From an optimization exercise on the open Yosys and OpenROAD flow, aimed at small area; shortcuts taken in it are not production practice. Function was not checked in any run shown here: the RTL went through the layout flow alone.

`flow/design.v`:
```
`default_nettype none
module mac_unit (
  input  wire [31:0] a,        
  input  wire [7:0]  y,        
  input  wire        yb,       
  input  wire [3:0]  dead,     
  input  wire [31:0] base,     
  input  wire [2:0]  ci,       
  output wire [31:0] sum,
  output wire [2:0]  co        
);
  wire [8:0] yy = {y, yb};
  wire one0 = yy[1] ^ yy[0];
  wire two0 = (yy[2] & ~yy[1] & ~yy[0]) | (~yy[2] & yy[1] & yy[0]);
  wire neg0 = yy[2];
  wire one0_0 = one0;
  wire two0_0 = two0;
  wire neg0_0 = neg0;
  wire one0_1 = one0 & ~dead[1];
  wire two0_1 = two0 & ~dead[1];
  wire neg0_1 = neg0 & ~dead[1];
  wire one0_2 = one0 & ~dead[2];
  wire two0_2 = two0 & ~dead[2];
  wire neg0_2 = neg0 & ~dead[2];
  wire one0_3 = one0 & ~dead[3];
  wire two0_3 = two0 & ~dead[3];
  wire neg0_3 = neg0 & ~dead[3];
  wire pp0_0;
  mac_bsel u_pp0_0 (.a0(a[0]), .a1(1'b0), .one(one0_0), .two(two0_0), .neg(neg0_0), .pp(pp0_0));
  wire pp0_1;
  mac_bsel u_pp0_1 (.a0(a[1]), .a1(a[0]), .one(one0_0), .two(two0_0), .neg(neg0_0), .pp(pp0_1));
  wire pp0_2;
  mac_bsel u_pp0_2 (.a0(a[2]), .a1(a[1]), .one(one0_0), .two(two0_0), .neg(neg0_0), .pp(pp0_2));
  wire pp0_3;
  mac_bsel u_pp0_3 (.a0(a[3]), .a1(a[2]), .one(one0_0), .two(two0_0), .neg(neg0_0), .pp(pp0_3));
  wire pp0_4;
  mac_bsel u_pp0_4 (.a0(a[4]), .a1(a[3]), .one(one0_0), .two(two0_0), .neg(neg0_0), .pp(pp0_4));
  wire pp0_5;
  mac_bsel u_pp0_5 (.a0(a[5]), .a1(a[4]), .one(one0_0), .two(two0_0), .neg(neg0_0), .pp(pp0_5));
  wire pp0_6;
  mac_bsel u_pp0_6 (.a0(a[6]), .a1(a[5]), .one(one0_0), .two(two0_0), .neg(neg0_0), .pp(pp0_6));
  wire pp0_7;
  mac_bsel u_pp0_7 (.a0(a[7]), .a1(a[6]), .one(one0_0), .two(two0_0), .neg(neg0_0), .pp(pp0_7));
  wire pp0_8;
  mac_bsel u_pp0_8 (.a0(a[8]), .a1(a[7]), .one(one0_1), .two(two0_1), .neg(neg0_1), .pp(pp0_8));
  wire pp0_9;
  mac_bsel u_pp0_9 (.a0(a[9]), .a1(a[8]), .one(one0_1), .two(two0_1), .neg(neg0_1), .pp(pp0_9));
  wire pp0_10;
  mac_bsel u_pp0_10 (.a0(a[10]), .a1(a[9]), .one(one0_1), .two(two0_1), .neg(neg0_1), .pp(pp0_10));
  wire pp0_11;
  mac_bsel u_pp0_11 (.a0(a[11]), .a1(a[10]), .one(one0_1), .two(two0_1), .neg(neg0_1), .pp(pp0_11));
  wire pp0_12;
  mac_bsel u_pp0_12 (.a0(a[12]), .a1(a[11]), .one(one0_1), .two(two0_1), .neg(neg0_1), .pp(pp0_12));
  wire pp0_13;
  mac_bsel u_pp0_13 (.a0(a[13]), .a1(a[12]), .one(one0_1), .two(two0_1), .neg(neg0_1), .pp(pp0_13));
  wire pp0_14;
  mac_bsel u_pp0_14 (.a0(a[14]), .a1(a[13]), .one(one0_1), .two(two0_1), .neg(neg0_1), .pp(pp0_14));
  wire pp0_15;
  mac_bsel u_pp0_15 (.a0(a[15]), .a1(a[14]), .one(one0_1), .two(two0_1), .neg(neg0_1), .pp(pp0_15));
  wire pp0_16;
  mac_bsel u_pp0_16 (.a0(a[16]), .a1(a[15]), .one(one0_2), .two(two0_2), .neg(neg0_2), .pp(pp0_16));
  wire pp0_17;
  mac_bsel u_pp0_17 (.a0(a[17]), .a1(a[16]), .one(one0_2), .two(two0_2), .neg(neg0_2), .pp(pp0_17));
  wire pp0_18;
  mac_bsel u_pp0_18 (.a0(a[18]), .a1(a[17]), .one(one0_2), .two(two0_2), .neg(neg0_2), .pp(pp0_18));
  wire pp0_19;
  mac_bsel u_pp0_19 (.a0(a[19]), .a1(a[18]), .one(one0_2), .two(two0_2), .neg(neg0_2), .pp(pp0_19));
  wire pp0_20;
  mac_bsel u_pp0_20 (.a0(a[20]), .a1(a[19]), .one(one0_2), .two(two0_2), .neg(neg0_2), .pp(pp0_20));
  wire pp0_21;
  mac_bsel u_pp0_21 (.a0(a[21]), .a1(a[20]), .one(one0_2), .two(two0_2), .neg(neg0_2), .pp(pp0_21));
  wire pp0_22;
  mac_bsel u_pp0_22 (.a0(a[22]), .a1(a[21]), .one(one0_2), .two(two0_2), .neg(neg0_2), .pp(pp0_22));
  wire pp0_23;
  mac_bsel u_pp0_23 (.a0(a[23]), .a1(a[22]), .one(one0_2), .two(two0_2), .neg(neg0_2), .pp(pp0_23));
  wire pp0_24;
  mac_bsel u_pp0_24 (.a0(a[24]), .a1(a[23]), .one(one0_3), .two(two0_3), .neg(neg0_3), .pp(pp0_24));
  wire pp0_25;
  mac_bsel u_pp0_25 (.a0(a[25]), .a1(a[24]), .one(one0_3), .two(two0_3), .neg(neg0_3), .pp(pp0_25));
  wire pp0_26;
  mac_bsel u_pp0_26 (.a0(a[26]), .a1(a[25]), .one(one0_3), .two(two0_3), .neg(neg0_3), .pp(pp0_26));
  wire pp0_27;
  mac_bsel u_pp0_27 (.a0(a[27]), .a1(a[26]), .one(one0_3), .two(two0_3), .neg(neg0_3), .pp(pp0_27));
  wire pp0_28;
  mac_bsel u_pp0_28 (.a0(a[28]), .a1(a[27]), .one(one0_3), .two(two0_3), .neg(neg0_3), .pp(pp0_28));
  wire pp0_29;
  mac_bsel u_pp0_29 (.a0(a[29]), .a1(a[28]), .one(one0_3), .two(two0_3), .neg(neg0_3), .pp(pp0_29));
  wire pp0_30;
  mac_bsel u_pp0_30 (.a0(a[30]), .a1(a[29]), .one(one0_3), .two(two0_3), .neg(neg0_3), .pp(pp0_30));
  wire pp0_31;
  mac_bsel u_pp0_31 (.a0(a[31]), .a1(a[30]), .one(one0_3), .two(two0_3), .neg(neg0_3), .pp(pp0_31));
  wire one1 = yy[3] ^ yy[2];
  wire two1 = (yy[4] & ~yy[3] & ~yy[2]) | (~yy[4] & yy[3] & yy[2]);
  wire neg1 = yy[4];
  wire one1_0 = one1;
  wire two1_0 = two1;
  wire neg1_0 = neg1;
  wire one1_1 = one1 & ~dead[1];
  wire two1_1 = two1 & ~dead[1];
  wire neg1_1 = neg1 & ~dead[1];
  wire one1_2 = one1 & ~dead[2];
  wire two1_2 = two1 & ~dead[2];
  wire neg1_2 = neg1 & ~dead[2];
  wire one1_3 = one1 & ~dead[3];
  wire two1_3 = two1 & ~dead[3];
  wire neg1_3 = neg1 & ~dead[3];
  wire pp1_2;
  mac_bsel u_pp1_2 (.a0(a[0]), .a1(1'b0), .one(one1_0), .two(two1_0), .neg(neg1_0), .pp(pp1_2));
  wire pp1_3;
  mac_bsel u_pp1_3 (.a0(a[1]), .a1(a[0]), .one(one1_0), .two(two1_0), .neg(neg1_0), .pp(pp1_3));
  wire pp1_4;
  mac_bsel u_pp1_4 (.a0(a[2]), .a1(a[1]), .one(one1_0), .two(two1_0), .neg(neg1_0), .pp(pp1_4));
  wire pp1_5;
  mac_bsel u_pp1_5 (.a0(a[3]), .a1(a[2]), .one(one1_0), .two(two1_0), .neg(neg1_0), .pp(pp1_5));
  wire pp1_6;
  mac_bsel u_pp1_6 (.a0(a[4]), .a1(a[3]), .one(one1_0), .two(two1_0), .neg(neg1_0), .pp(pp1_6));
  wire pp1_7;
  mac_bsel u_pp1_7 (.a0(a[5]), .a1(a[4]), .one(one1_0), .two(two1_0), .neg(neg1_0), .pp(pp1_7));
  wire pp1_8;
  mac_bsel u_pp1_8 (.a0(a[6]), .a1(a[5]), .one(one1_1), .two(two1_1), .neg(neg1_1), .pp(pp1_8));
  wire pp1_9;
  mac_bsel u_pp1_9 (.a0(a[7]), .a1(a[6]), .one(one1_1), .two(two1_1), .neg(neg1_1), .pp(pp1_9));
  wire pp1_10;
  mac_bsel u_pp1_10 (.a0(a[8]), .a1(a[7]), .one(one1_1), .two(two1_1), .neg(neg1_1), .pp(pp1_10));
  wire pp1_11;
  mac_bsel u_pp1_11 (.a0(a[9]), .a1(a[8]), .one(one1_1), .two(two1_1), .neg(neg1_1), .pp(pp1_11));
  wire pp1_12;
  mac_bsel u_pp1_12 (.a0(a[10]), .a1(a[9]), .one(one1_1), .two(two1_1), .neg(neg1_1), .pp(pp1_12));
  wire pp1_13;
  mac_bsel u_pp1_13 (.a0(a[11]), .a1(a[10]), .one(one1_1), .two(two1_1), .neg(neg1_1), .pp(pp1_13));
  wire pp1_14;
  mac_bsel u_pp1_14 (.a0(a[12]), .a1(a[11]), .one(one1_1), .two(two1_1), .neg(neg1_1), .pp(pp1_14));
  wire pp1_15;
  mac_bsel u_pp1_15 (.a0(a[13]), .a1(a[12]), .one(one1_1), .two(two1_1), .neg(neg1_1), .pp(pp1_15));
  wire pp1_16;
  mac_bsel u_pp1_16 (.a0(a[14]), .a1(a[13]), .one(one1_2), .two(two1_2), .neg(neg1_2), .pp(pp1_16));
  wire pp1_17;
  mac_bsel u_pp1_17 (.a0(a[15]), .a1(a[14]), .one(one1_2), .two(two1_2), .neg(neg1_2), .pp(pp1_17));
  wire pp1_18;
  mac_bsel u_pp1_18 (.a0(a[16]), .a1(a[15]), .one(one1_2), .two(two1_2), .neg(neg1_2), .pp(pp1_18));
  wire pp1_19;
  mac_bsel u_pp1_19 (.a0(a[17]), .a1(a[16]), .one(one1_2), .two(two1_2), .neg(neg1_2), .pp(pp1_19));
  wire pp1_20;
  mac_bsel u_pp1_20 (.a0(a[18]), .a1(a[17]), .one(one1_2), .two(two1_2), .neg(neg1_2), .pp(pp1_20));
  wire pp1_21;
  mac_bsel u_pp1_21 (.a0(a[19]), .a1(a[18]), .one(one1_2), .two(two1_2), .neg(neg1_2), .pp(pp1_21));
  wire pp1_22;
  mac_bsel u_pp1_22 (.a0(a[20]), .a1(a[19]), .one(one1_2), .two(two1_2), .neg(neg1_2), .pp(pp1_22));
  wire pp1_23;
  mac_bsel u_pp1_23 (.a0(a[21]), .a1(a[20]), .one(one1_2), .two(two1_2), .neg(neg1_2), .pp(pp1_23));
  wire pp1_24;
  mac_bsel u_pp1_24 (.a0(a[22]), .a1(a[21]), .one(one1_3), .two(two1_3), .neg(neg1_3), .pp(pp1_24));
  wire pp1_25;
  mac_bsel u_pp1_25 (.a0(a[23]), .a1(a[22]), .one(one1_3), .two(two1_3), .neg(neg1_3), .pp(pp1_25));
  wire pp1_26;
  mac_bsel u_pp1_26 (.a0(a[24]), .a1(a[23]), .one(one1_3), .two(two1_3), .neg(neg1_3), .pp(pp1_26));
  wire pp1_27;
  mac_bsel u_pp1_27 (.a0(a[25]), .a1(a[24]), .one(one1_3), .two(two1_3), .neg(neg1_3), .pp(pp1_27));
  wire pp1_28;
  mac_bsel u_pp1_28 (.a0(a[26]), .a1(a[25]), .one(one1_3), .two(two1_3), .neg(neg1_3), .pp(pp1_28));
  wire pp1_29;
  mac_bsel u_pp1_29 (.a0(a[27]), .a1(a[26]), .one(one1_3), .two(two1_3), .neg(neg1_3), .pp(pp1_29));
  wire pp1_30;
  mac_bsel u_pp1_30 (.a0(a[28]), .a1(a[27]), .one(one1_3), .two(two1_3), .neg(neg1_3), .pp(pp1_30));
  wire pp1_31;
  mac_bsel u_pp1_31 (.a0(a[29]), .a1(a[28]), .one(one1_3), .two(two1_3), .neg(neg1_3), .pp(pp1_31));
  wire one2 = yy[5] ^ yy[4];
  wire two2 = (yy[6] & ~yy[5] & ~yy[4]) | (~yy[6] & yy[5] & yy[4]);
  wire neg2 = yy[6];
  wire one2_0 = one2;
  wire two2_0 = two2;
  wire neg2_0 = neg2;
  wire one2_1 = one2 & ~dead[1];
  wire two2_1 = two2 & ~dead[1];
  wire neg2_1 = neg2 & ~dead[1];
  wire one2_2 = one2 & ~dead[2];
  wire two2_2 = two2 & ~dead[2];
  wire neg2_2 = neg2 & ~dead[2];
  wire one2_3 = one2 & ~dead[3];
  wire two2_3 = two2 & ~dead[3];
  wire neg2_3 = neg2 & ~dead[3];
  wire pp2_4;
  mac_bsel u_pp2_4 (.a0(a[0]), .a1(1'b0), .one(one2_0), .two(two2_0), .neg(neg2_0), .pp(pp2_4));
  wire pp2_5;
  mac_bsel u_pp2_5 (.a0(a[1]), .a1(a[0]), .one(one2_0), .two(two2_0), .neg(neg2_0), .pp(pp2_5));
  wire pp2_6;
  mac_bsel u_pp2_6 (.a0(a[2]), .a1(a[1]), .one(one2_0), .two(two2_0), .neg(neg2_0), .pp(pp2_6));
  wire pp2_7;
  mac_bsel u_pp2_7 (.a0(a[3]), .a1(a[2]), .one(one2_0), .two(two2_0), .neg(neg2_0), .pp(pp2_7));
  wire pp2_8;
  mac_bsel u_pp2_8 (.a0(a[4]), .a1(a[3]), .one(one2_1), .two(two2_1), .neg(neg2_1), .pp(pp2_8));
  wire pp2_9;
  mac_bsel u_pp2_9 (.a0(a[5]), .a1(a[4]), .one(one2_1), .two(two2_1), .neg(neg2_1), .pp(pp2_9));
  wire pp2_10;
  mac_bsel u_pp2_10 (.a0(a[6]), .a1(a[5]), .one(one2_1), .two(two2_1), .neg(neg2_1), .pp(pp2_10));
  wire pp2_11;
  mac_bsel u_pp2_11 (.a0(a[7]), .a1(a[6]), .one(one2_1), .two(two2_1), .neg(neg2_1), .pp(pp2_11));
  wire pp2_12;
  mac_bsel u_pp2_12 (.a0(a[8]), .a1(a[7]), .one(one2_1), .two(two2_1), .neg(neg2_1), .pp(pp2_12));
  wire pp2_13;
  mac_bsel u_pp2_13 (.a0(a[9]), .a1(a[8]), .one(one2_1), .two(two2_1), .neg(neg2_1), .pp(pp2_13));
  wire pp2_14;
  mac_bsel u_pp2_14 (.a0(a[10]), .a1(a[9]), .one(one2_1), .two(two2_1), .neg(neg2_1), .pp(pp2_14));
  wire pp2_15;
  mac_bsel u_pp2_15 (.a0(a[11]), .a1(a[10]), .one(one2_1), .two(two2_1), .neg(neg2_1), .pp(pp2_15));
  wire pp2_16;
  mac_bsel u_pp2_16 (.a0(a[12]), .a1(a[11]), .one(one2_2), .two(two2_2), .neg(neg2_2), .pp(pp2_16));
  wire pp2_17;
  mac_bsel u_pp2_17 (.a0(a[13]), .a1(a[12]), .one(one2_2), .two(two2_2), .neg(neg2_2), .pp(pp2_17));
  wire pp2_18;
  mac_bsel u_pp2_18 (.a0(a[14]), .a1(a[13]), .one(one2_2), .two(two2_2), .neg(neg2_2), .pp(pp2_18));
  wire pp2_19;
  mac_bsel u_pp2_19 (.a0(a[15]), .a1(a[14]), .one(one2_2), .two(two2_2), .neg(neg2_2), .pp(pp2_19));
  wire pp2_20;
  mac_bsel u_pp2_20 (.a0(a[16]), .a1(a[15]), .one(one2_2), .two(two2_2), .neg(neg2_2), .pp(pp2_20));
  wire pp2_21;
  mac_bsel u_pp2_21 (.a0(a[17]), .a1(a[16]), .one(one2_2), .two(two2_2), .neg(neg2_2), .pp(pp2_21));
  wire pp2_22;
  mac_bsel u_pp2_22 (.a0(a[18]), .a1(a[17]), .one(one2_2), .two(two2_2), .neg(neg2_2), .pp(pp2_22));
  wire pp2_23;
  mac_bsel u_pp2_23 (.a0(a[19]), .a1(a[18]), .one(one2_2), .two(two2_2), .neg(neg2_2), .pp(pp2_23));
  wire pp2_24;
  mac_bsel u_pp2_24 (.a0(a[20]), .a1(a[19]), .one(one2_3), .two(two2_3), .neg(neg2_3), .pp(pp2_24));
  wire pp2_25;
  mac_bsel u_pp2_25 (.a0(a[21]), .a1(a[20]), .one(one2_3), .two(two2_3), .neg(neg2_3), .pp(pp2_25));
  wire pp2_26;
  mac_bsel u_pp2_26 (.a0(a[22]), .a1(a[21]), .one(one2_3), .two(two2_3), .neg(neg2_3), .pp(pp2_26));
  wire pp2_27;
  mac_bsel u_pp2_27 (.a0(a[23]), .a1(a[22]), .one(one2_3), .two(two2_3), .neg(neg2_3), .pp(pp2_27));
  wire pp2_28;
  mac_bsel u_pp2_28 (.a0(a[24]), .a1(a[23]), .one(one2_3), .two(two2_3), .neg(neg2_3), .pp(pp2_28));
  wire pp2_29;
  mac_bsel u_pp2_29 (.a0(a[25]), .a1(a[24]), .one(one2_3), .two(two2_3), .neg(neg2_3), .pp(pp2_29));
  wire pp2_30;
  mac_bsel u_pp2_30 (.a0(a[26]), .a1(a[25]), .one(one2_3), .two(two2_3), .neg(neg2_3), .pp(pp2_30));
  wire pp2_31;
  mac_bsel u_pp2_31 (.a0(a[27]), .a1(a[26]), .one(one2_3), .two(two2_3), .neg(neg2_3), .pp(pp2_31));
  wire one3 = yy[7] ^ yy[6];
  wire two3 = (yy[8] & ~yy[7] & ~yy[6]) | (~yy[8] & yy[7] & yy[6]);
  wire neg3 = yy[8];
  wire one3_0 = one3;
  wire two3_0 = two3;
  wire neg3_0 = neg3;
  wire one3_1 = one3 & ~dead[1];
  wire two3_1 = two3 & ~dead[1];
  wire neg3_1 = neg3 & ~dead[1];
  wire one3_2 = one3 & ~dead[2];
  wire two3_2 = two3 & ~dead[2];
  wire neg3_2 = neg3 & ~dead[2];
  wire one3_3 = one3 & ~dead[3];
  wire two3_3 = two3 & ~dead[3];
  wire neg3_3 = neg3 & ~dead[3];
  wire pp3_6;
  mac_bsel u_pp3_6 (.a0(a[0]), .a1(1'b0), .one(one3_0), .two(two3_0), .neg(neg3_0), .pp(pp3_6));
  wire pp3_7;
  mac_bsel u_pp3_7 (.a0(a[1]), .a1(a[0]), .one(one3_0), .two(two3_0), .neg(neg3_0), .pp(pp3_7));
  wire pp3_8;
  mac_bsel u_pp3_8 (.a0(a[2]), .a1(a[1]), .one(one3_1), .two(two3_1), .neg(neg3_1), .pp(pp3_8));
  wire pp3_9;
  mac_bsel u_pp3_9 (.a0(a[3]), .a1(a[2]), .one(one3_1), .two(two3_1), .neg(neg3_1), .pp(pp3_9));
  wire pp3_10;
  mac_bsel u_pp3_10 (.a0(a[4]), .a1(a[3]), .one(one3_1), .two(two3_1), .neg(neg3_1), .pp(pp3_10));
  wire pp3_11;
  mac_bsel u_pp3_11 (.a0(a[5]), .a1(a[4]), .one(one3_1), .two(two3_1), .neg(neg3_1), .pp(pp3_11));
  wire pp3_12;
  mac_bsel u_pp3_12 (.a0(a[6]), .a1(a[5]), .one(one3_1), .two(two3_1), .neg(neg3_1), .pp(pp3_12));
  wire pp3_13;
  mac_bsel u_pp3_13 (.a0(a[7]), .a1(a[6]), .one(one3_1), .two(two3_1), .neg(neg3_1), .pp(pp3_13));
  wire pp3_14;
  mac_bsel u_pp3_14 (.a0(a[8]), .a1(a[7]), .one(one3_1), .two(two3_1), .neg(neg3_1), .pp(pp3_14));
  wire pp3_15;
  mac_bsel u_pp3_15 (.a0(a[9]), .a1(a[8]), .one(one3_1), .two(two3_1), .neg(neg3_1), .pp(pp3_15));
  wire pp3_16;
  mac_bsel u_pp3_16 (.a0(a[10]), .a1(a[9]), .one(one3_2), .two(two3_2), .neg(neg3_2), .pp(pp3_16));
  wire pp3_17;
  mac_bsel u_pp3_17 (.a0(a[11]), .a1(a[10]), .one(one3_2), .two(two3_2), .neg(neg3_2), .pp(pp3_17));
  wire pp3_18;
  mac_bsel u_pp3_18 (.a0(a[12]), .a1(a[11]), .one(one3_2), .two(two3_2), .neg(neg3_2), .pp(pp3_18));
  wire pp3_19;
  mac_bsel u_pp3_19 (.a0(a[13]), .a1(a[12]), .one(one3_2), .two(two3_2), .neg(neg3_2), .pp(pp3_19));
  wire pp3_20;
  mac_bsel u_pp3_20 (.a0(a[14]), .a1(a[13]), .one(one3_2), .two(two3_2), .neg(neg3_2), .pp(pp3_20));
  wire pp3_21;
  mac_bsel u_pp3_21 (.a0(a[15]), .a1(a[14]), .one(one3_2), .two(two3_2), .neg(neg3_2), .pp(pp3_21));
  wire pp3_22;
  mac_bsel u_pp3_22 (.a0(a[16]), .a1(a[15]), .one(one3_2), .two(two3_2), .neg(neg3_2), .pp(pp3_22));
  wire pp3_23;
  mac_bsel u_pp3_23 (.a0(a[17]), .a1(a[16]), .one(one3_2), .two(two3_2), .neg(neg3_2), .pp(pp3_23));
  wire pp3_24;
  mac_bsel u_pp3_24 (.a0(a[18]), .a1(a[17]), .one(one3_3), .two(two3_3), .neg(neg3_3), .pp(pp3_24));
  wire pp3_25;
  mac_bsel u_pp3_25 (.a0(a[19]), .a1(a[18]), .one(one3_3), .two(two3_3), .neg(neg3_3), .pp(pp3_25));
  wire pp3_26;
  mac_bsel u_pp3_26 (.a0(a[20]), .a1(a[19]), .one(one3_3), .two(two3_3), .neg(neg3_3), .pp(pp3_26));
  wire pp3_27;
  mac_bsel u_pp3_27 (.a0(a[21]), .a1(a[20]), .one(one3_3), .two(two3_3), .neg(neg3_3), .pp(pp3_27));
  wire pp3_28;
  mac_bsel u_pp3_28 (.a0(a[22]), .a1(a[21]), .one(one3_3), .two(two3_3), .neg(neg3_3), .pp(pp3_28));
  wire pp3_29;
  mac_bsel u_pp3_29 (.a0(a[23]), .a1(a[22]), .one(one3_3), .two(two3_3), .neg(neg3_3), .pp(pp3_29));
  wire pp3_30;
  mac_bsel u_pp3_30 (.a0(a[24]), .a1(a[23]), .one(one3_3), .two(two3_3), .neg(neg3_3), .pp(pp3_30));
  wire pp3_31;
  mac_bsel u_pp3_31 (.a0(a[25]), .a1(a[24]), .one(one3_3), .two(two3_3), .neg(neg3_3), .pp(pp3_31));
  wire s1, c2;
  mac_fa u_s1 (.x(base[0]), .y(pp0_0), .z(neg0), .s(s1), .c(c2));
  wire s3, c4;
  mac_ha u_s3 (.x(ci[0]), .y(s1), .s(s3), .c(c4));
  wire s5, c6;
  mac_fa u_s5 (.x(base[1]), .y(pp0_1), .z(c2), .s(s5), .c(c6));
  wire s7, c8;
  mac_ha u_s7 (.x(c4), .y(s5), .s(s7), .c(c8));
  wire s9, c10;
  mac_fa u_s9 (.x(base[2]), .y(pp0_2), .z(pp1_2), .s(s9), .c(c10));
  wire s11, c12;
  mac_fa u_s11 (.x(neg1), .y(s9), .z(c6), .s(s11), .c(c12));
  wire s13, c14;
  mac_ha u_s13 (.x(c8), .y(s11), .s(s13), .c(c14));
  wire s15, c16;
  mac_fa u_s15 (.x(base[3]), .y(pp0_3), .z(pp1_3), .s(s15), .c(c16));
  wire s17, c18;
  mac_fa u_s17 (.x(c10), .y(s15), .z(c12), .s(s17), .c(c18));
  wire s19, c20;
  mac_ha u_s19 (.x(c14), .y(s17), .s(s19), .c(c20));
  wire s21, c22;
  mac_fa u_s21 (.x(base[4]), .y(pp0_4), .z(pp1_4), .s(s21), .c(c22));
  wire s23, c24;
  mac_fa u_s23 (.x(pp2_4), .y(neg2), .z(c16), .s(s23), .c(c24));
  wire s25, c26;
  mac_fa u_s25 (.x(s21), .y(s23), .z(c18), .s(s25), .c(c26));
  wire s27, c28;
  mac_ha u_s27 (.x(c20), .y(s25), .s(s27), .c(c28));
  wire s29, c30;
  mac_fa u_s29 (.x(base[5]), .y(pp0_5), .z(pp1_5), .s(s29), .c(c30));
  wire s31, c32;
  mac_fa u_s31 (.x(pp2_5), .y(c22), .z(s29), .s(s31), .c(c32));
  wire s33, c34;
  mac_fa u_s33 (.x(c24), .y(s31), .z(c26), .s(s33), .c(c34));
  wire s35, c36;
  mac_ha u_s35 (.x(c28), .y(s33), .s(s35), .c(c36));
  wire s37, c38;
  mac_fa u_s37 (.x(base[6]), .y(pp0_6), .z(pp1_6), .s(s37), .c(c38));
  wire s39, c40;
  mac_fa u_s39 (.x(pp2_6), .y(pp3_6), .z(neg3), .s(s39), .c(c40));
  wire s41, c42;
  mac_fa u_s41 (.x(c30), .y(s37), .z(s39), .s(s41), .c(c42));
  wire s43, c44;
  mac_fa u_s43 (.x(c32), .y(s41), .z(c34), .s(s43), .c(c44));
  wire s45, c46;
  mac_ha u_s45 (.x(c36), .y(s43), .s(s45), .c(c46));
  wire s47, c48;
  mac_fa u_s47 (.x(base[7]), .y(pp0_7), .z(pp1_7), .s(s47), .c(c48));
  wire s49, c50;
  mac_fa u_s49 (.x(pp2_7), .y(pp3_7), .z(ci[1]), .s(s49), .c(c50));
  wire k51 = c48 & ~dead[1];
  wire s52, c53;
  mac_fa u_s52 (.x(c38), .y(c40), .z(s47), .s(s52), .c(c53));
  wire k54 = c50 & ~dead[1];
  wire s55, c56;
  mac_fa u_s55 (.x(s49), .y(c42), .z(s52), .s(s55), .c(c56));
  wire k57 = c53 & ~dead[1];
  wire s58, c59;
  mac_fa u_s58 (.x(s55), .y(c44), .z(c46), .s(s58), .c(c59));
  wire k60 = c56 & ~dead[1];
  wire s61, c62;
  mac_fa u_s61 (.x(base[8]), .y(pp0_8), .z(pp1_8), .s(s61), .c(c62));
  wire s63, c64;
  mac_fa u_s63 (.x(pp2_8), .y(pp3_8), .z(k51), .s(s63), .c(c64));
  wire s65, c66;
  mac_fa u_s65 (.x(k54), .y(k57), .z(k60), .s(s65), .c(c66));
  wire s67, c68;
  mac_fa u_s67 (.x(s61), .y(s63), .z(s65), .s(s67), .c(c68));
  wire s69, c70;
  mac_fa u_s69 (.x(base[9]), .y(pp0_9), .z(pp1_9), .s(s69), .c(c70));
  wire s71, c72;
  mac_fa u_s71 (.x(pp2_9), .y(pp3_9), .z(c62), .s(s71), .c(c72));
  wire s73, c74;
  mac_fa u_s73 (.x(c64), .y(c66), .z(s69), .s(s73), .c(c74));
  wire s75, c76;
  mac_fa u_s75 (.x(c68), .y(s71), .z(s73), .s(s75), .c(c76));
  wire s77, c78;
  mac_fa u_s77 (.x(base[10]), .y(pp0_10), .z(pp1_10), .s(s77), .c(c78));
  wire s79, c80;
  mac_fa u_s79 (.x(pp2_10), .y(pp3_10), .z(c70), .s(s79), .c(c80));
  wire s81, c82;
  mac_fa u_s81 (.x(s77), .y(c72), .z(c74), .s(s81), .c(c82));
  wire s83, c84;
  mac_fa u_s83 (.x(s79), .y(c76), .z(s81), .s(s83), .c(c84));
  wire s85, c86;
  mac_fa u_s85 (.x(base[11]), .y(pp0_11), .z(pp1_11), .s(s85), .c(c86));
  wire s87, c88;
  mac_fa u_s87 (.x(pp2_11), .y(pp3_11), .z(c78), .s(s87), .c(c88));
  wire s89, c90;
  mac_fa u_s89 (.x(s85), .y(c80), .z(s87), .s(s89), .c(c90));
  wire s91, c92;
  mac_fa u_s91 (.x(c82), .y(s89), .z(c84), .s(s91), .c(c92));
  wire s93, c94;
  mac_fa u_s93 (.x(base[12]), .y(pp0_12), .z(pp1_12), .s(s93), .c(c94));
  wire s95, c96;
  mac_fa u_s95 (.x(pp2_12), .y(pp3_12), .z(c86), .s(s95), .c(c96));
  wire s97, c98;
  mac_fa u_s97 (.x(s93), .y(c88), .z(s95), .s(s97), .c(c98));
  wire s99, c100;
  mac_fa u_s99 (.x(c90), .y(s97), .z(c92), .s(s99), .c(c100));
  wire s101, c102;
  mac_fa u_s101 (.x(base[13]), .y(pp0_13), .z(pp1_13), .s(s101), .c(c102));
  wire s103, c104;
  mac_fa u_s103 (.x(pp2_13), .y(pp3_13), .z(c94), .s(s103), .c(c104));
  wire s105, c106;
  mac_fa u_s105 (.x(s101), .y(c96), .z(s103), .s(s105), .c(c106));
  wire s107, c108;
  mac_fa u_s107 (.x(c98), .y(s105), .z(c100), .s(s107), .c(c108));
  wire s109, c110;
  mac_fa u_s109 (.x(base[14]), .y(pp0_14), .z(pp1_14), .s(s109), .c(c110));
  wire s111, c112;
  mac_fa u_s111 (.x(pp2_14), .y(pp3_14), .z(c102), .s(s111), .c(c112));
  wire s113, c114;
  mac_fa u_s113 (.x(s109), .y(c104), .z(s111), .s(s113), .c(c114));
  wire s115, c116;
  mac_fa u_s115 (.x(c106), .y(s113), .z(c108), .s(s115), .c(c116));
  wire s117, c118;
  mac_fa u_s117 (.x(base[15]), .y(pp0_15), .z(pp1_15), .s(s117), .c(c118));
  wire s119, c120;
  mac_fa u_s119 (.x(pp2_15), .y(pp3_15), .z(ci[2]), .s(s119), .c(c120));
  wire k121 = c118 & ~dead[2];
  wire s122, c123;
  mac_fa u_s122 (.x(c110), .y(s117), .z(s119), .s(s122), .c(c123));
  wire k124 = c120 & ~dead[2];
  wire s125, c126;
  mac_fa u_s125 (.x(c112), .y(s122), .z(c114), .s(s125), .c(c126));
  wire k127 = c123 & ~dead[2];
  wire k128 = c126 & ~dead[2];
  wire s129, c130;
  mac_fa u_s129 (.x(base[16]), .y(pp0_16), .z(pp1_16), .s(s129), .c(c130));
  wire s131, c132;
  mac_fa u_s131 (.x(pp2_16), .y(pp3_16), .z(k121), .s(s131), .c(c132));
  wire s133, c134;
  mac_fa u_s133 (.x(k124), .y(k127), .z(k128), .s(s133), .c(c134));
  wire s135, c136;
  mac_fa u_s135 (.x(s129), .y(s131), .z(s133), .s(s135), .c(c136));
  wire s137, c138;
  mac_fa u_s137 (.x(base[17]), .y(pp0_17), .z(pp1_17), .s(s137), .c(c138));
  wire s139, c140;
  mac_fa u_s139 (.x(pp2_17), .y(pp3_17), .z(c130), .s(s139), .c(c140));
  wire s141, c142;
  mac_fa u_s141 (.x(c132), .y(c134), .z(s137), .s(s141), .c(c142));
  wire s143, c144;
  mac_fa u_s143 (.x(c136), .y(s139), .z(s141), .s(s143), .c(c144));
  wire s145, c146;
  mac_fa u_s145 (.x(base[18]), .y(pp0_18), .z(pp1_18), .s(s145), .c(c146));
  wire s147, c148;
  mac_fa u_s147 (.x(pp2_18), .y(pp3_18), .z(c138), .s(s147), .c(c148));
  wire s149, c150;
  mac_fa u_s149 (.x(s145), .y(c140), .z(c142), .s(s149), .c(c150));
  wire s151, c152;
  mac_fa u_s151 (.x(s147), .y(c144), .z(s149), .s(s151), .c(c152));
  wire s153, c154;
  mac_fa u_s153 (.x(base[19]), .y(pp0_19), .z(pp1_19), .s(s153), .c(c154));
  wire s155, c156;
  mac_fa u_s155 (.x(pp2_19), .y(pp3_19), .z(c146), .s(s155), .c(c156));
  wire s157, c158;
  mac_fa u_s157 (.x(s153), .y(c148), .z(s155), .s(s157), .c(c158));
  wire s159, c160;
  mac_fa u_s159 (.x(c150), .y(s157), .z(c152), .s(s159), .c(c160));
  wire s161, c162;
  mac_fa u_s161 (.x(base[20]), .y(pp0_20), .z(pp1_20), .s(s161), .c(c162));
  wire s163, c164;
  mac_fa u_s163 (.x(pp2_20), .y(pp3_20), .z(c154), .s(s163), .c(c164));
  wire s165, c166;
  mac_fa u_s165 (.x(s161), .y(c156), .z(s163), .s(s165), .c(c166));
  wire s167, c168;
  mac_fa u_s167 (.x(c158), .y(s165), .z(c160), .s(s167), .c(c168));
  wire s169, c170;
  mac_fa u_s169 (.x(base[21]), .y(pp0_21), .z(pp1_21), .s(s169), .c(c170));
  wire s171, c172;
  mac_fa u_s171 (.x(pp2_21), .y(pp3_21), .z(c162), .s(s171), .c(c172));
  wire s173, c174;
  mac_fa u_s173 (.x(s169), .y(c164), .z(s171), .s(s173), .c(c174));
  wire s175, c176;
  mac_fa u_s175 (.x(c166), .y(s173), .z(c168), .s(s175), .c(c176));
  wire s177, c178;
  mac_fa u_s177 (.x(base[22]), .y(pp0_22), .z(pp1_22), .s(s177), .c(c178));
  wire s179, c180;
  mac_fa u_s179 (.x(pp2_22), .y(pp3_22), .z(c170), .s(s179), .c(c180));
  wire s181, c182;
  mac_fa u_s181 (.x(s177), .y(c172), .z(s179), .s(s181), .c(c182));
  wire s183, c184;
  mac_fa u_s183 (.x(c174), .y(s181), .z(c176), .s(s183), .c(c184));
  wire s185, c186;
  mac_fa u_s185 (.x(base[23]), .y(pp0_23), .z(pp1_23), .s(s185), .c(c186));
  wire s187, c188;
  mac_fa u_s187 (.x(pp2_23), .y(pp3_23), .z(c178), .s(s187), .c(c188));
  wire k189 = c186 & ~dead[3];
  wire s190, c191;
  mac_fa u_s190 (.x(s185), .y(c180), .z(s187), .s(s190), .c(c191));
  wire k192 = c188 & ~dead[3];
  wire s193, c194;
  mac_ha u_s193 (.x(c182), .y(s190), .s(s193), .c(c194));
  wire k195 = c191 & ~dead[3];
  wire k196 = c194 & ~dead[3];
  wire s197, c198;
  mac_fa u_s197 (.x(base[24]), .y(pp0_24), .z(pp1_24), .s(s197), .c(c198));
  wire s199, c200;
  mac_fa u_s199 (.x(pp2_24), .y(pp3_24), .z(k189), .s(s199), .c(c200));
  wire s201, c202;
  mac_fa u_s201 (.x(k192), .y(k195), .z(k196), .s(s201), .c(c202));
  wire s203, c204;
  mac_fa u_s203 (.x(s197), .y(s199), .z(s201), .s(s203), .c(c204));
  wire s205, c206;
  mac_fa u_s205 (.x(base[25]), .y(pp0_25), .z(pp1_25), .s(s205), .c(c206));
  wire s207, c208;
  mac_fa u_s207 (.x(pp2_25), .y(pp3_25), .z(c198), .s(s207), .c(c208));
  wire s209, c210;
  mac_fa u_s209 (.x(c200), .y(c202), .z(s205), .s(s209), .c(c210));
  wire s211, c212;
  mac_fa u_s211 (.x(c204), .y(s207), .z(s209), .s(s211), .c(c212));
  wire s213, c214;
  mac_fa u_s213 (.x(base[26]), .y(pp0_26), .z(pp1_26), .s(s213), .c(c214));
  wire s215, c216;
  mac_fa u_s215 (.x(pp2_26), .y(pp3_26), .z(c206), .s(s215), .c(c216));
  wire s217, c218;
  mac_fa u_s217 (.x(s213), .y(c208), .z(c210), .s(s217), .c(c218));
  wire s219, c220;
  mac_fa u_s219 (.x(s215), .y(c212), .z(s217), .s(s219), .c(c220));
  wire s221, c222;
  mac_fa u_s221 (.x(base[27]), .y(pp0_27), .z(pp1_27), .s(s221), .c(c222));
  wire s223, c224;
  mac_fa u_s223 (.x(pp2_27), .y(pp3_27), .z(c214), .s(s223), .c(c224));
  wire s225, c226;
  mac_fa u_s225 (.x(s221), .y(c216), .z(s223), .s(s225), .c(c226));
  wire s227, c228;
  mac_fa u_s227 (.x(c218), .y(s225), .z(c220), .s(s227), .c(c228));
  wire s229, c230;
  mac_fa u_s229 (.x(base[28]), .y(pp0_28), .z(pp1_28), .s(s229), .c(c230));
  wire s231, c232;
  mac_fa u_s231 (.x(pp2_28), .y(pp3_28), .z(c222), .s(s231), .c(c232));
  wire s233, c234;
  mac_fa u_s233 (.x(s229), .y(c224), .z(s231), .s(s233), .c(c234));
  wire s235, c236;
  mac_fa u_s235 (.x(c226), .y(s233), .z(c228), .s(s235), .c(c236));
  wire s237, c238;
  mac_fa u_s237 (.x(base[29]), .y(pp0_29), .z(pp1_29), .s(s237), .c(c238));
  wire s239, c240;
  mac_fa u_s239 (.x(pp2_29), .y(pp3_29), .z(c230), .s(s239), .c(c240));
  wire s241, c242;
  mac_fa u_s241 (.x(s237), .y(c232), .z(s239), .s(s241), .c(c242));
  wire s243, c244;
  mac_fa u_s243 (.x(c234), .y(s241), .z(c236), .s(s243), .c(c244));
  wire s245, c246;
  mac_fa u_s245 (.x(base[30]), .y(pp0_30), .z(pp1_30), .s(s245), .c(c246));
  wire s247, c248;
  mac_fa u_s247 (.x(pp2_30), .y(pp3_30), .z(c238), .s(s247), .c(c248));
  wire s249, c250;
  mac_fa u_s249 (.x(s245), .y(c240), .z(s247), .s(s249), .c(c250));
  wire s251, c252;
  mac_fa u_s251 (.x(c242), .y(s249), .z(c244), .s(s251), .c(c252));
  wire s253 = base[31] ^ pp0_31;
  wire s254 = pp1_31 ^ pp2_31;
  wire s255 = pp3_31 ^ c246;
  wire s256 = s253 ^ s254;
  wire s257 = c248 ^ s255;
  wire s258 = s256 ^ c250;
  wire s259 = s257 ^ s258;
  wire s260 = s259 ^ c252;
  assign sum = {s260, s251, s243, s235, s227, s219, s211, s203, s193, s183, s175, s167, s159, s151, s143, s135, s125, s115, s107, s99, s91, s83, s75, s67, s58, s45, s35, s27, s19, s13, s7, s3};
  assign co = {c184, c116, c59};
endmodule
module mac_fa (
  input  wire x, y, z,
  output wire s, c
);
  assign s = x ^ y ^ z;
  assign c = (x & y) | (x & z) | (y & z);
endmodule
module mac_ha (
  input  wire x, y,
  output wire s, c
);
  assign s = x ^ y;
  assign c = x & y;
endmodule
module mac_bsel (
  input  wire a0, a1, one, two, neg,
  output wire pp
);
  wire sel;
  mac_ao u_ao (.a0(a0), .a1(a1), .one(one), .two(two), .sel(sel));
  assign pp = sel ^ neg;
endmodule
module mac_ao (
  input  wire a0, a1, one, two,
  output wire sel
);
  assign sel = (a0 & one) | (a1 & two);
endmodule
`default_nettype wire
`timescale 1ns/1ps
`default_nettype none
module matmul_top #(
  parameter int DATA_W = 32,
  parameter int ADDR_W = 12
) (
  input  logic              clk,
  input  logic              reset_n,
  input  logic              dut_valid,
  output logic              dut_ready,
  output logic [ADDR_W-1:0] input_read_address,
  input  logic [DATA_W-1:0] input_read_data,
  output logic [ADDR_W-1:0] weight_read_address,
  input  logic [DATA_W-1:0] weight_read_data,
  output logic              result_write_enable,
  output logic [ADDR_W-1:0] result_write_address,
  output logic [DATA_W-1:0] result_write_data
);
  localparam logic [1:0] S_IDLE = 2'd0, S_DIMS = 2'd1, S_RUN = 2'd2, S_FIN = 2'd3;
  logic [1:0]        state;
  logic [1:0]        ph;         
  logic              kend_q;     
  logic              wr_arm;     
  logic [ADDR_W-1:0] a_addr;
  logic [ADDR_W-1:0] b_addr;
  logic [ADDR_W-1:0] k_cnt;      
  logic [ADDR_W-1:0] nm1;        
  logic [ADDR_W-1:0] np;         
  logic [ADDR_W-1:0] m_rem;      
  logic [ADDR_W-1:0] c_addr;
  logic              k_end, j_end, i_end, adv, restart;
  logic [7:0]        y;
  logic              yb;
  logic [3:0]        dead;
  logic [DATA_W-1:0] base;
  logic              clr;        
  logic [2:0]        cq;         
  logic [2:0]        ci;
  logic [2:0]        co;
  logic [DATA_W-1:0] acc;        
  logic [DATA_W-1:0] sum;
  assign dut_ready            = (state == S_IDLE);
  assign input_read_address   = a_addr;
  assign weight_read_address  = b_addr;
  assign result_write_address = c_addr;
  assign result_write_data    = acc;
  assign result_write_enable  = state[1] && wr_arm && kend_q && (ph == 2'd0);
  assign y    = weight_read_data[8*ph +: 8];
  assign yb   = (ph == 2'd0) ? 1'b0 : weight_read_data[8*ph - 1];
  assign dead = {ph != 2'd0, ph[1], ph == 2'd3, 1'b0};
  assign clr  = kend_q && (ph == 2'd0);
  assign base = clr ? '0 : acc;
  assign ci   = cq & ~{dead[1], 2'b00} & ~{3{ph == 2'd0}};
  mac_unit mac0 (
    .a      (input_read_data),
    .y      (y),
    .yb     (yb),
    .dead   (dead),
    .base   (base),
    .ci     (ci),
    .sum    (sum),
    .co     (co)
  );
  always_ff @(posedge clk)
  begin
    acc <= {sum[7:0], sum[DATA_W-1:8]};
    cq  <= co;
  end
  assign k_end   = (k_cnt == '0);
  assign j_end   = (b_addr == np);
  assign i_end   = (m_rem == ADDR_W'(1));
  assign adv     = (ph == 2'd2);
  assign restart = k_end && !j_end;
  always_ff @(posedge clk)
  begin
    if (!reset_n)
    begin
      state <= S_IDLE;
    end
    else
    begin
      ph <= ph + 1'b1;
      if (result_write_enable)
        c_addr <= c_addr + 1'b1;
      case (state)
        S_IDLE:
        begin
          if (dut_valid)
          begin
            state  <= S_DIMS;
            ph     <= 2'd3;
            a_addr <= '0;
            b_addr <= '0;
            kend_q <= 1'b1;
            wr_arm <= 1'b0;
            c_addr <= '0;
          end
        end
        S_DIMS:
        begin
          if (adv)
          begin
            state  <= S_RUN;
            nm1    <= input_read_data[ADDR_W-1:0] - 1'b1;
            k_cnt  <= input_read_data[ADDR_W-1:0] - 1'b1;
            m_rem  <= input_read_data[16 +: ADDR_W];
            np     <= acc[16 +: ADDR_W];   
            a_addr <= ADDR_W'(1);
            b_addr <= ADDR_W'(1);
          end
        end
        S_RUN:
        begin
          if (adv)
          begin
            wr_arm <= 1'b1;
            kend_q <= k_end;
            k_cnt  <= k_end ? nm1 : k_cnt - 1'b1;
            a_addr <= a_addr + (restart ? ~nm1 : '0) + 1'b1;
            b_addr <= (k_end && j_end) ? ADDR_W'(1) : b_addr + 1'b1;
            if (k_end && j_end)
            begin
              m_rem <= m_rem - 1'b1;
              if (i_end)
                state <= S_FIN;
            end
          end
        end
        S_FIN:
        begin
          if (ph == 2'd0)
            state <= S_IDLE;
        end
      endcase
    end
  end
endmodule
`default_nettype wire
```
`flow/flow/run.sh`:
```
#!/bin/bash
# The standard layout, with the port buffers made from the smallest buffer
# cell instead of the one buffer_ports picks by itself.
set -euo pipefail
export BUFFER_PORTS_ARGS="-buffer_cell sky130_fd_sc_hd__buf_1"
export REMOVE_ABC_BUFFERS=1
export CTS_ARGS="-sink_clustering_enable -repair_clock_nets -buf_list sky130_fd_sc_hd__clkbuf_8 -sink_clustering_size 40 -sink_clustering_max_diameter 120 -dont_use_dummy_load"
bash standard.sh > standard.log 2>&1
```
`flow/standard.sh`:
```
#!/bin/bash
# synth_recipe.tcl (not shown) runs the flow's synth.tcl, then flattens the netlist and writes it again
# the make line also repeats each setting of config.mk as NAME=value (left out here)
make -C /OpenROAD-flow-scripts/flow DESIGN_CONFIG=/design/flow/config.mk WORK_HOME=/design/flow/orfs CLKGATE_MAP_FILE= SYNTH_SCRIPT=/design/flow/synth_recipe.tcl "${@:-finish}"
```
`flow/config.mk`:
```
export PLATFORM = sky130hd
export DESIGN_NAME = matmul_top
export DESIGN_NICKNAME = matmul_top
export VERILOG_FILES = /design/flow/design.v
export SDC_FILE = /design/flow/constraint.sdc
export NUM_CORES = 4
export LEC_CHECK = 0
export CAP_MARGIN = 20
export CORE_MARGIN = 2
export CORE_UTILIZATION = 70
export CTS_BUF_LIST = sky130_fd_sc_hd__clkbuf_4 sky130_fd_sc_hd__clkbuf_8
export GPL_TIMING_DRIVEN = 0
export SLEW_MARGIN = 20
export SYNTH_HIERARCHICAL = 1
export SYNTH_MINIMUM_KEEP_SIZE = 0
```
`flow/constraint.sdc`:
```
create_clock -name core_clock -period 10.0 [get_ports {clk}]
set_input_delay 2.0000 -clock core_clock [delete_from_list [all_inputs] [get_ports {clk}]]
set_output_delay 2.0000 -clock core_clock [all_outputs]
set_load 0.01 [all_outputs]
```
==> metrics.md, run 1 <==
| Metric | Value |
|---|---|
| Arrival @ worst endpoint | `10.06 ns` |
| Clock-pin slew reported for the worst setup and hold paths after clock tree synthesis | `about 0.070 ns` |
| DR WL/cell | `20.2 microns` |
| Slew Limit Fails | `0` |
| Hold Path Sink | `np[2]` |
| Ant. Diodes | `0` |
| Setup Fix Bufs, Post-CTS | `0` |
| FF-to-FF setup slack | `0.63 ns` |
| Initial DRT Pass Iterations | `7` |
| Final nets | `1350` |
| TritonCTS clock tree | `yes` |
| Worst setup margin | `0.265 ns` |
| Fin crit period | `between 9 and 10 ns` |
| Commonest non-fill, non-tap cells in the layout | `xor2_1, buf_1, a22o_1` |
| Total core area | `approximately 16000 sq um` |
| Overall routing resource usage | `about 33%` |
| Hold buffer count at cts | `0` |
| Routed Antenna Nets | `0` |
| Worst-Skew Late Latency | `about 0.44 ns` |
| Tcrit/Tclk final | `a little over nine tenths` |
| WL final | `about 27000 microns` |
| R2r endpoint | `acc[23]` |
| Drt drc | `0` |
| CP most frequent cell | `fa_1` |
| Synth Cell Area | `around 11000 sq um` |
| Die area | `around 17000 sq um` |
| Crit. End Element | `flip-flop` |
| R2R Path Start | `ph[0]` |
| WP buf/inv | `1` |
| Ys Warns | `7` |
| Max Fclk | `around 100 MHz` |
| Largest net degree at the start of global routing | `40` |
| Clk sinks | `roughly 130` |
| First-pass GRT wire length | `approximately 44000 microns` |
| RSZ-0062 raised after global routing | `no` |
| Vias post-DR | `8505` |
| Clock tree buffer depth | `2` |
| Final HPWL DP | `roughly 21000 microns` |
| Most common cell after layout, fill and taps aside | `xor2_1` |
| Root Driver | `clkbuf_8` |
| Worst EP required | `~10 ns` |
| Initial antenna violation count | `0` |
| Die Span Y | `around 130 microns` |
| Final Hold Viols | `0` |
| Iteration-0 DRC Markers | `around 560` |
| Critical path type | `input port to flip-flop` |
| Standard-cell rows | `between 40 and 50` |
| Vias per cell | `6.29` |
| Setup violations, final | `0` |
| Worst reg2reg path depth | `25` |
| CTS buffer count | `17` |
| IO buf count | `around 140` |
| Crit path launch type | `input port` |
| Core Util, Final | `about three quarters` |
| Layout Skew | `around 0.026 ns` |
| Share of cells above drive strength 1 | `under 10%` |
| H-tree levels | `4` |
| Max Cap Violations | `0` |
| Initial Util | `a little under three quarters` |
| Crit path cell chain | `buf_1 -> mux4_2 -> and3b_1 -> a21oi_2 -> nor2_2 -> a22o_1 -> xor2_1 -> fa_1 -> fa_1 -> fa_1 -> ha_1 -> nor2b_1 -> fa_1 -> fa_1 -> fa_1 -> fa_1 -> fa_1 -> fa_1 -> fa_1 -> fa_1 -> xnor2_2 -> xnor3_1 -> xnor2_1` |
| Area growth syn-to-layout | `6.67%` |
| Worst-Margin Slew | `~1.1 ns` |
| Hold Crit Class | `flip-flop to flip-flop` |
| Vias in the first global route | `approximately 8.6k` |
| Placer Congestion | `between 0.9 and 1` |
| I/O pin total | `between 100 and 150` |
| Crit path largest cell delay | `0.73 ns` |
| Mapped Avg Cell Area | `between 10 and 15 sq um` |
| Slew headroom | `between 20 and 30%` |
| Pre-CTS WS | `-0.434 ns` |
| Critical path fanouts, max | `17` |
| Worst hold stages | `0` |
| Highest-delay cell along the critical path | `mux4_2` |
| Synth Instances | `around 1.0k` |
| Worst Min Path Start | `acc[18]` |
| Crit path max-delay family | `adder cells` |
| Status | `complete, no violations` |
| Hold Slack | `between 0.4 and 0.5 ns` |
| Global route total overflow | `0` |
| Die Wd | `between 100 and 150 microns` |
-- state kept, by name (all words and copies together), names as in the netlist, 2 cells and up --
name    count
state       2
nm1        12
np         12
ph          2
a_addr     12
acc        32
c_addr     12
cq          3
m_rem      12
k_cnt      12
b_addr     12
-- metal layers --
layer | GRT usage (%) | up-vias | part of all wire (%)
li1 | - | 3857 | -
met1 | 42.3 | 4229 | 41
met2 | 55.0 | 366 | 49
met3 | 7.42 | 53 | 7.1
met4 | 10.3 | 0 | 2.3
met5 | 0 | - | 0
-- what timing repair did --
action / CTS / global route
endpoints found under the hold margin: 0 / 0
gates resized for setup: 0 / 6
endpoints found under the setup margin: 0 / 1
-- how the worst max path moves through the flow --
stage / from / end / slack, ns / cells past startpoint
2_1_floorplan: weight_read_data[25] / acc[23] / 0.43 / 22
3_3_place_gp: weight_read_data[25] / acc[23] / -0.39 / 23
3_5_place_dp: weight_read_data[25] / acc[23] / -0.43 / 23
4_1_cts: weight_read_data[25] / acc[23] / 0.01 / 23
5_1_grt: weight_read_data[25] / acc[23] / 0.04 / 22
6_report: weight_read_data[25] / acc[23] / 0.26 / 23
-- cell type report --
type | instances | area (sq um)
Clock buffer | 17 | 234
Fill cell | 1128 | 3750
Inverter | 28 | 105
Multi-Input combinational cell | 826 | 7630
Sequential cell | 125 | 3380
Tap cell | 216 | 270
Timing Repair Buffer | 140 | 569
-- through the flow --
| step | instance area, sq um | instances | setup TNS, ns |
|---|---|---|---|
| floorplan | 11100 | 979 | 0 |
| global placement | 11900 | 1331 | -0.389 |
| detailed placement | 11900 | 1334 | -0.434 |
| CTS | 12100 | 1351 | 0 |
| global route | 12200 | 1352 | 0 |
| finish | 12200 | 1352 | 0 |
==> inputs of run 2 (changes only) <==
--- a/flow/design.v
+++ b/flow/design.v
@@ -664,5 +664,5 @@
   end
-  assign k_end   = (k_cnt == '0);
-  assign j_end   = (b_addr == np);
-  assign i_end   = (m_rem == ADDR_W'(1));
+  assign k_end   = (k_cnt == '0) || (state == S_DIMS);
+  assign j_end   = (b_addr == np) || (state == S_DIMS);
+  assign i_end   = (m_rem == '0);
   assign adv     = (ph == 2'd2);
@@ -680,52 +680,47 @@
         c_addr <= c_addr + 1'b1;
-      case (state)
-        S_IDLE:
+      if (state == S_IDLE)
+      begin
+        if (dut_valid)
         begin
-          if (dut_valid)
-          begin
-            state  <= S_DIMS;
-            ph     <= 2'd3;
-            a_addr <= '0;
-            b_addr <= '0;
-            kend_q <= 1'b1;
-            wr_arm <= 1'b0;
-            c_addr <= '0;
-          end
+          state  <= S_DIMS;
+          ph     <= 2'd3;
+          a_addr <= '0;
+          b_addr <= '0;
+          c_addr <= '0;
+          kend_q <= 1'b1;
+          wr_arm <= 1'b0;
         end
-        S_DIMS:
+      end
+      else if (state == S_FIN)
+      begin
+        if (ph == 2'd0)
+          state <= S_IDLE;
+      end
+      else
+      begin
+        if (state == S_DIMS && ph == 2'd0)
         begin
-          if (adv)
-          begin
-            state  <= S_RUN;
-            nm1    <= input_read_data[ADDR_W-1:0] - 1'b1;
-            k_cnt  <= input_read_data[ADDR_W-1:0] - 1'b1;
-            m_rem  <= input_read_data[16 +: ADDR_W];
-            np     <= acc[16 +: ADDR_W];   
-            a_addr <= ADDR_W'(1);
-            b_addr <= ADDR_W'(1);
-          end
+          nm1   <= input_read_data[ADDR_W-1:0] - 1'b1;
+          m_rem <= input_read_data[16 +: ADDR_W];
         end
-        S_RUN:
+        if (adv)
         begin
-          if (adv)
+          wr_arm <= (state == S_RUN);
+          kend_q <= k_end;
+          k_cnt  <= k_end ? nm1 : k_cnt - 1'b1;
+          a_addr <= a_addr + (restart ? ~nm1 : '0) + 1'b1;
+          b_addr <= (k_end && j_end) ? ADDR_W'(1) : b_addr + 1'b1;
+          if (k_end && j_end)
           begin
-            wr_arm <= 1'b1;
-            kend_q <= k_end;
-            k_cnt  <= k_end ? nm1 : k_cnt - 1'b1;
-            a_addr <= a_addr + (restart ? ~nm1 : '0) + 1'b1;
-            b_addr <= (k_end && j_end) ? ADDR_W'(1) : b_addr + 1'b1;
-            if (k_end && j_end)
-            begin
-              m_rem <= m_rem - 1'b1;
-              if (i_end)
-                state <= S_FIN;
-            end
+            m_rem <= m_rem - 1'b1;
+            if (i_end)
+              state <= S_FIN;
+          end
+          if (state == S_DIMS)
+          begin
+            state <= S_RUN;
+            np    <= acc[16 +: ADDR_W];   
           end
         end
-        S_FIN:
-        begin
-          if (ph == 2'd0)
-            state <= S_IDLE;
-        end
-      endcase
+      end
     end
==> flow/flow/run.sh (replaced) <==
#!/bin/bash
# The standard layout, with the port buffers made from the smallest buffer
# cell instead of the one buffer_ports picks by itself.
set -euo pipefail
export BUFFER_PORTS_ARGS="-buffer_cell sky130_fd_sc_hd__buf_1"
export REMOVE_ABC_BUFFERS=1
export CTS_ARGS="-sink_clustering_enable -repair_clock_nets -buf_list sky130_fd_sc_hd__clkbuf_8 -sink_buffer_max_cap_derate 1.0 -dont_use_dummy_load"
bash standard.sh > standard.log 2>&1
==> run 2 against run 1 <==
- flip-flop and latch count stayed put
- critical path depth did not move
- wire length about the same
- critical endpoint unchanged
- largest cell class unchanged
- highest routed layer unchanged
==> metrics.md, run 2 <==
| Metric | Value |
|---|---|
| CTS buffer count | `17 (unchanged)` |
| Slew headroom | `27.8% (-1.3 points)` |
| Iteration-0 DRC Markers | `674 (+20%)` |
| Worst EP required | `10.34 ns (about the same)` |
| Clk sinks | `125 (unchanged)` |
| DR WL met3 | `2350 microns (+22%)` |
| Worst-Margin Slew | `1.08 ns (+0.0201 ns)` |
| Ant. Diodes | `0 (unchanged)` |
| First-pass GRT wire length | `43700 microns (-1.3%)` |
| DR WL/cell | `20.1 microns (-0.15%)` |
| IO buf count | `136 (unchanged)` |
| Crit path cell chain | `buf_1 -> mux4_2 -> and3b_1 -> a21oi_1 -> nor2_1 -> a22o_1 -> xor2_1 -> fa_1 -> fa_1 -> fa_1 -> ha_1 -> nor2b_1 -> fa_1 -> fa_1 -> fa_1 -> fa_1 -> fa_1 -> fa_1 -> fa_1 -> fa_1 -> xnor2_2 -> xnor3_1 -> xnor2_1` |
| Post-Route M1 WL | `10900 microns (-2.5%)` |
| Vias post-DR | `8411 (-1.1%)` |
| Tcrit/Tclk final | `96.9% (-0.43 points)` |
| Total core area | `15900 sq um (-0.36%)` |
| Max Cap Violations | `0 (unchanged)` |
| Initial Util | `71.8% (+0.079 points)` |
| Fin crit period | `9.69 ns (-0.0431 ns)` |
| Area growth syn-to-layout | `6.55%` |
| Mapped Avg Cell Area | `11.1 sq um (+0.43%)` |
| Final HPWL DP | `20800 microns (-0.45%)` |
| Critical path type | `input port to flip-flop` |
| Initial antenna violation count | `0 (unchanged)` |
| Initial DRT Pass Iterations | `5 (-2)` |
| Final instance area | `12200 sq um (-0.36%)` |
| Die area | `17300 sq um (-0.24%)` |
| Worst hold stages | `0 (unchanged)` |
| Ys Warns | `7 (unchanged)` |
| Arrival @ worst endpoint | `10.04 ns (-0.02 ns)` |
| I/O pin total | `137 (unchanged)` |
| Largest net degree at the start of global routing | `33 (-18%)` |
| Crit. End Element | `flip-flop` |
| Share of cells above drive strength 1 | `4.75% (+0.44 points)` |
| Status | `complete, no violations` |
| Hold buffer count at cts | `0 (unchanged)` |
| Layout Skew | `0.0286 ns (+0.00279 ns)` |
| RSZ-0062 raised after global routing | `no` |
| Die Wd | `132 microns (-0.12%)` |
| Crit path launch type | `input port` |
| Crit path max-delay family | `adder cells` |
| Synth Instances | `1030 (-0.68%)` |
| Global route total overflow | `0 (unchanged)` |
| Max reg flops | `32 (unchanged)` |
| Setup violations, final | `0 (unchanged)` |
| Commonest non-fill, non-tap cells in the layout | `xor2_1, buf_1, a22o_1` |
| WP buf/inv | `1 (unchanged)` |
| TritonCTS clock tree | `yes` |
| H-tree levels | `4 (unchanged)` |
| Overall routing resource usage | `32.5% (-0.17 points)` |
| Die Span Y | `132 microns (-0.12%)` |
| Most common cell after layout, fill and taps aside | `xor2_1` |
| Standard-cell rows | `46 (unchanged)` |
| Top reg by flops | `acc` |
| Worst-Skew Late Latency | `0.45 ns (about the same)` |
| Routed Antenna Nets | `0 (unchanged)` |
| Max Fclk | `103 MHz (+0.44%)` |
| WL final | `27200 microns (about the same)` |
| Placed Area | `11900 sq um (-0.43%)` |
| Final nets | `1350 (unchanged)` |
| Vias per cell | `6.22 (-1.2%)` |
| Max layer used | `met4` |
| DR WL met2 | `13200 microns (-2.0%)` |
| Worst reg2reg path depth | `25 (unchanged)` |
| Drt drc | `0 (unchanged)` |
| Root Driver | `clkbuf_8` |
| Hold Crit Class | `flip-flop to flip-flop` |
| Highest-delay cell along the critical path | `mux4_2` |
| CP most frequent cell | `fa_1` |
| Slew Limit Fails | `0 (unchanged)` |
| Clock tree buffer depth | `2 (unchanged)` |
| Critical path fanouts, max | `15 (-2)` |
| Stages on the worst setup path | `23 (unchanged)` |
| Layout fillers | `1125 (-0.27%)` |
| Synth Cell Area | `11400 sq um (-0.25%)` |
| Final Hold Viols | `0 (unchanged)` |
| Crit path largest cell delay | `0.68 ns (-0.05 ns)` |
| Placer Congestion | `0.897 (-4.6%)` |
| Vias in the first global route | `8397 (-2.3%)` |
| Clock-pin slew reported for the worst setup and hold paths after clock tree synthesis | `0.07 ns (about the same)` |
[run 2: final cells by class]
type / instances / area [sq um] / share of cell area (%)
inverter: 29 / 109 / 0.896
timing repair buffer: 144 / 574 / 4.73
clock buffer: 17 / 234 / 1.93
tap: 216 / 270 / 2.22
sequential: 125 / 3380 / 27.8
multi-input combinational: 822 / 7580 / 62.4
[run 2: layer usage]
layer	up-vias	GRT usage, %
met5	-	0
met4	0	10.5
met3	54	5.71
met2	428	52.4
met1	4094	45.1
li1	3835	-
[run 2: through the flow]
step / worst slack [ns] / utilization [%] / TNS [ns] / hold slack, ns / instances
6_report: 0.308 / 76.5 / 0 / 0.546 / 1353
5_1_grt: 0.0100 / 76.5 / 0 / 0.550 / 1353
4_1_cts: 0.183 / 76.2 / 0 / 0.536 / 1348
3_5_place_dp: -0.295 / 74.7 / -0.295 / 0.524 / 1331
3_3_place_gp: -0.225 / 74.4 / -0.225 / 0.507 / 1328
2_1_floorplan: 0.426 / - / 0 / 0.476 / 976
[run 2: repair_timing]
action	CTS	global route
endpoints found under the hold margin	0	0
endpoints found under the setup margin	0	1
setup buffers	0	5
gates resized for setup	0	2
[run 2: final timing paths]
check / slack [ns] / end / from
worst min register to register: 0.55 / np[8] / acc[24]
worst min-delay path: 0.55 / np[8] / acc[24]
worst max register to register: 0.56 / acc[23] / ph[1]
worst max-delay path: 0.31 / acc[23] / weight_read_data[27]
==> inputs of run 3 (changes only) <==
--- a/flow/flow/run.sh
+++ b/flow/flow/run.sh
@@ -6,3 +6,3 @@
 export REMOVE_ABC_BUFFERS=1
-export CTS_ARGS="-sink_clustering_enable -repair_clock_nets -buf_list sky130_fd_sc_hd__clkbuf_8 -sink_buffer_max_cap_derate 1.0 -dont_use_dummy_load"
+export CTS_ARGS="-sink_clustering_enable -repair_clock_nets -buf_list sky130_fd_sc_hd__clkbuf_16 -dont_use_dummy_load"
 bash standard.sh > standard.log 2>&1
==> run 3 against run 2 <==
- register-to-register slack worse by 0.06 ns
- via count rose by 0.50%
- highest routed layer unchanged
- cell count hardly changed
- setup slack gained 0.019 ns
- sequential share of layout area decreased by 0.42 points
- count of clock-buffer cells in the layout unchanged
- still clean on timing, DRC and antenna
- non-clock buffer count is 1 lower
- critical path type unchanged
==> metrics.md, run 3 <==
| Metric | Value |
|---|---|
| Status | `complete, no violations` |
| Layout Cells excl Fill | `1352 (-0.074%)` |
| Setup violations, final | `0 (unchanged)` |
| Hold buffer count at cts | `0 (unchanged)` |
| Die Wd | `132 microns (unchanged)` |
| Clk sinks | `125 (unchanged)` |
| Vias per cell | `6.25 (+0.57%)` |
| Synth Cell Area | `11400 sq um (unchanged)` |
| Final Hold Viols | `0 (unchanged)` |
| Worst-Margin Slew | `1.13 ns (+0.0513 ns)` |
| Most common cell after layout, fill and taps aside | `xor2_1` |
| Placed Area | `11900 sq um (unchanged)` |
| Die Span Y | `132 microns (unchanged)` |
| Largest net degree at the start of global routing | `33 (unchanged)` |
| Worst EP required | `10.31 ns (-0.03 ns)` |
| Critical path type | `input port to flip-flop` |
| Ys Warns | `7 (unchanged)` |
| Placer Congestion | `0.897 (unchanged)` |
| Layout Skew | `0.0233 ns (-0.00528 ns)` |
| Clock-pin slew reported for the worst setup and hold paths after clock tree synthesis | `0.06 ns (about the same)` |
| Die area | `17300 sq um (unchanged)` |
| Ant. Diodes | `0 (unchanged)` |
| Fin crit period | `9.67 ns (-0.0193 ns)` |
| Crit path launch type | `input port` |
| Vias in the first global route | `8501 (+1.2%)` |
| Root Driver | `clkbuf_16` |
| Final instance area | `12300 sq um (+1.5%)` |
| Iteration-0 DRC Markers | `705 (+4.6%)` |
| Max Cap Violations | `0 (unchanged)` |
| CTS buffer count | `17 (unchanged)` |
| Slew headroom | `24.3% (-3.4 points)` |
| Core Util, Final | `77.7% (+1.2 points)` |
| Vias post-DR | `8453 (+0.50%)` |
| Routed Antenna Nets | `0 (unchanged)` |
| Slew Limit Fails | `0 (unchanged)` |
| Clock tree buffer depth | `2 (unchanged)` |
| IO buf count | `136 (unchanged)` |
| Cell count after placement | `1331 (unchanged)` |
| Final HPWL DP | `20800 microns (unchanged)` |
| Mapped Avg Cell Area | `11.1 sq um (unchanged)` |
| TritonCTS clock tree | `yes` |
| Drt drc | `0 (unchanged)` |
| Critical path fanouts, max | `8 (-7)` |
| Area growth syn-to-layout | `8.18%` |
| Synth Instances | `1030 (unchanged)` |
| Standard-cell rows | `46 (unchanged)` |
-- run 3: cell count changes in the layout (fill, tap and decap cells not counted) --
cell and change:
nor2_1 -1, clkbuf_8 -17, clkbuf_16 +17, buf_4 -1
nor2_2 +1
-- run 3: repair_timing --
item	CTS	global route
resized for setup	0	3
setup endpoints to repair	0	1
hold endpoints to repair	0	0
setup buffers	0	4
-- run 3: worst max-delay path, cell delays in order --
cell and delay, ns:
buf_1 0.08, mux4_2 0.45, and2_1 0.21, and3b_1 0.19
a21oi_2 0.33, nor2_1 0.23, a22o_1 0.26, xor2_1 0.16
fa_1 0.48, fa_1 0.54, fa_1 0.44, ha_1 0.22
nor2b_1 0.15, fa_1 0.44, fa_1 0.52, fa_1 0.44
fa_1 0.47, fa_1 0.43, fa_1 0.43, fa_1 0.44
fa_1 0.44, xnor2_2 0.17, xnor3_1 0.34, xnor2_1 0.14
-- run 3: cell type report --
type / instances / area, sq um
Clock buffer: 17 / 425
Fill cell: 1091 / 3550
Inverter: 29 / 109
Multi-Input combinational cell: 822 / 7580
Sequential cell: 125 / 3380
Tap cell: 216 / 270
Timing Repair Buffer: 143 / 567
-- run 3: final timing paths --
check / startpoint / end / slack [ns] / depth (start not counted)
worst max register to register: ph[0] / acc[23] / 0.50 / 25
worst min-delay path: acc[24] / np[8] / 0.54 / 0
worst max-delay path: weight_read_data[7] / acc[23] / 0.33 / 24
worst min register to register: acc[24] / np[8] / 0.54 / 0
-- run 3: metal layers --
layer / track usage [%] / share of wire [%] / vias up
li1: - / - / 3841
met1: 45.3 / 40 / 4113
met2: 52.8 / 48 / 438
met3: 5.09 / 8.3 / 61
met4: 13.0 / 3.5 / 0
met5: 0 / 0 / -
-- run 3: through the flow --
stage               hold WS (ns)  TNS, ns  worst slack, ns
detailed placement         0.524   -0.295           -0.295
floorplan                  0.476        0            0.426
CTS                        0.534        0            0.141
global route               0.547        0          0.00680
global placement           0.507   -0.225           -0.225
finish                     0.544        0            0.327

==> separate check: timing with driven ports <==
How much do the figures lean on ideal ports? The routed layouts below were timed once more, with nothing changed but the port constraints. Step 1, drivers: a clkbuf_16 drives clk and a buf_2 each remaining input, both assumed. Step 2 also shifts input and output timing later by t, the mid clock arrival at the registers, as if the neighbouring blocks saw the same clock. Three values: ideal ports, drivers, drivers and shift; two values: the first two.
| run | t, ns | setup slack, ns | hold WS [ns] |
|---|---|---|---|
| run 1 | 0.467 | 0.265 / 0.279 / -0.188 | 0.498 / 0.498 / 0.498 |
| run 2 | 0.476 | 0.308 / 0.319 / -0.157 | 0.546 / 0.546 / 0.546 |
| run 3 | 0.457 | 0.327 / 0.344 / -0.113 | 0.544 / 0.544 / 0.544 |
Met with ideal ports but missed after step 2: setup timing in every run listed. The setup slack of run 2, which loses most, moves by +0.011 ns with the drivers and by -0.465 ns with both steps.
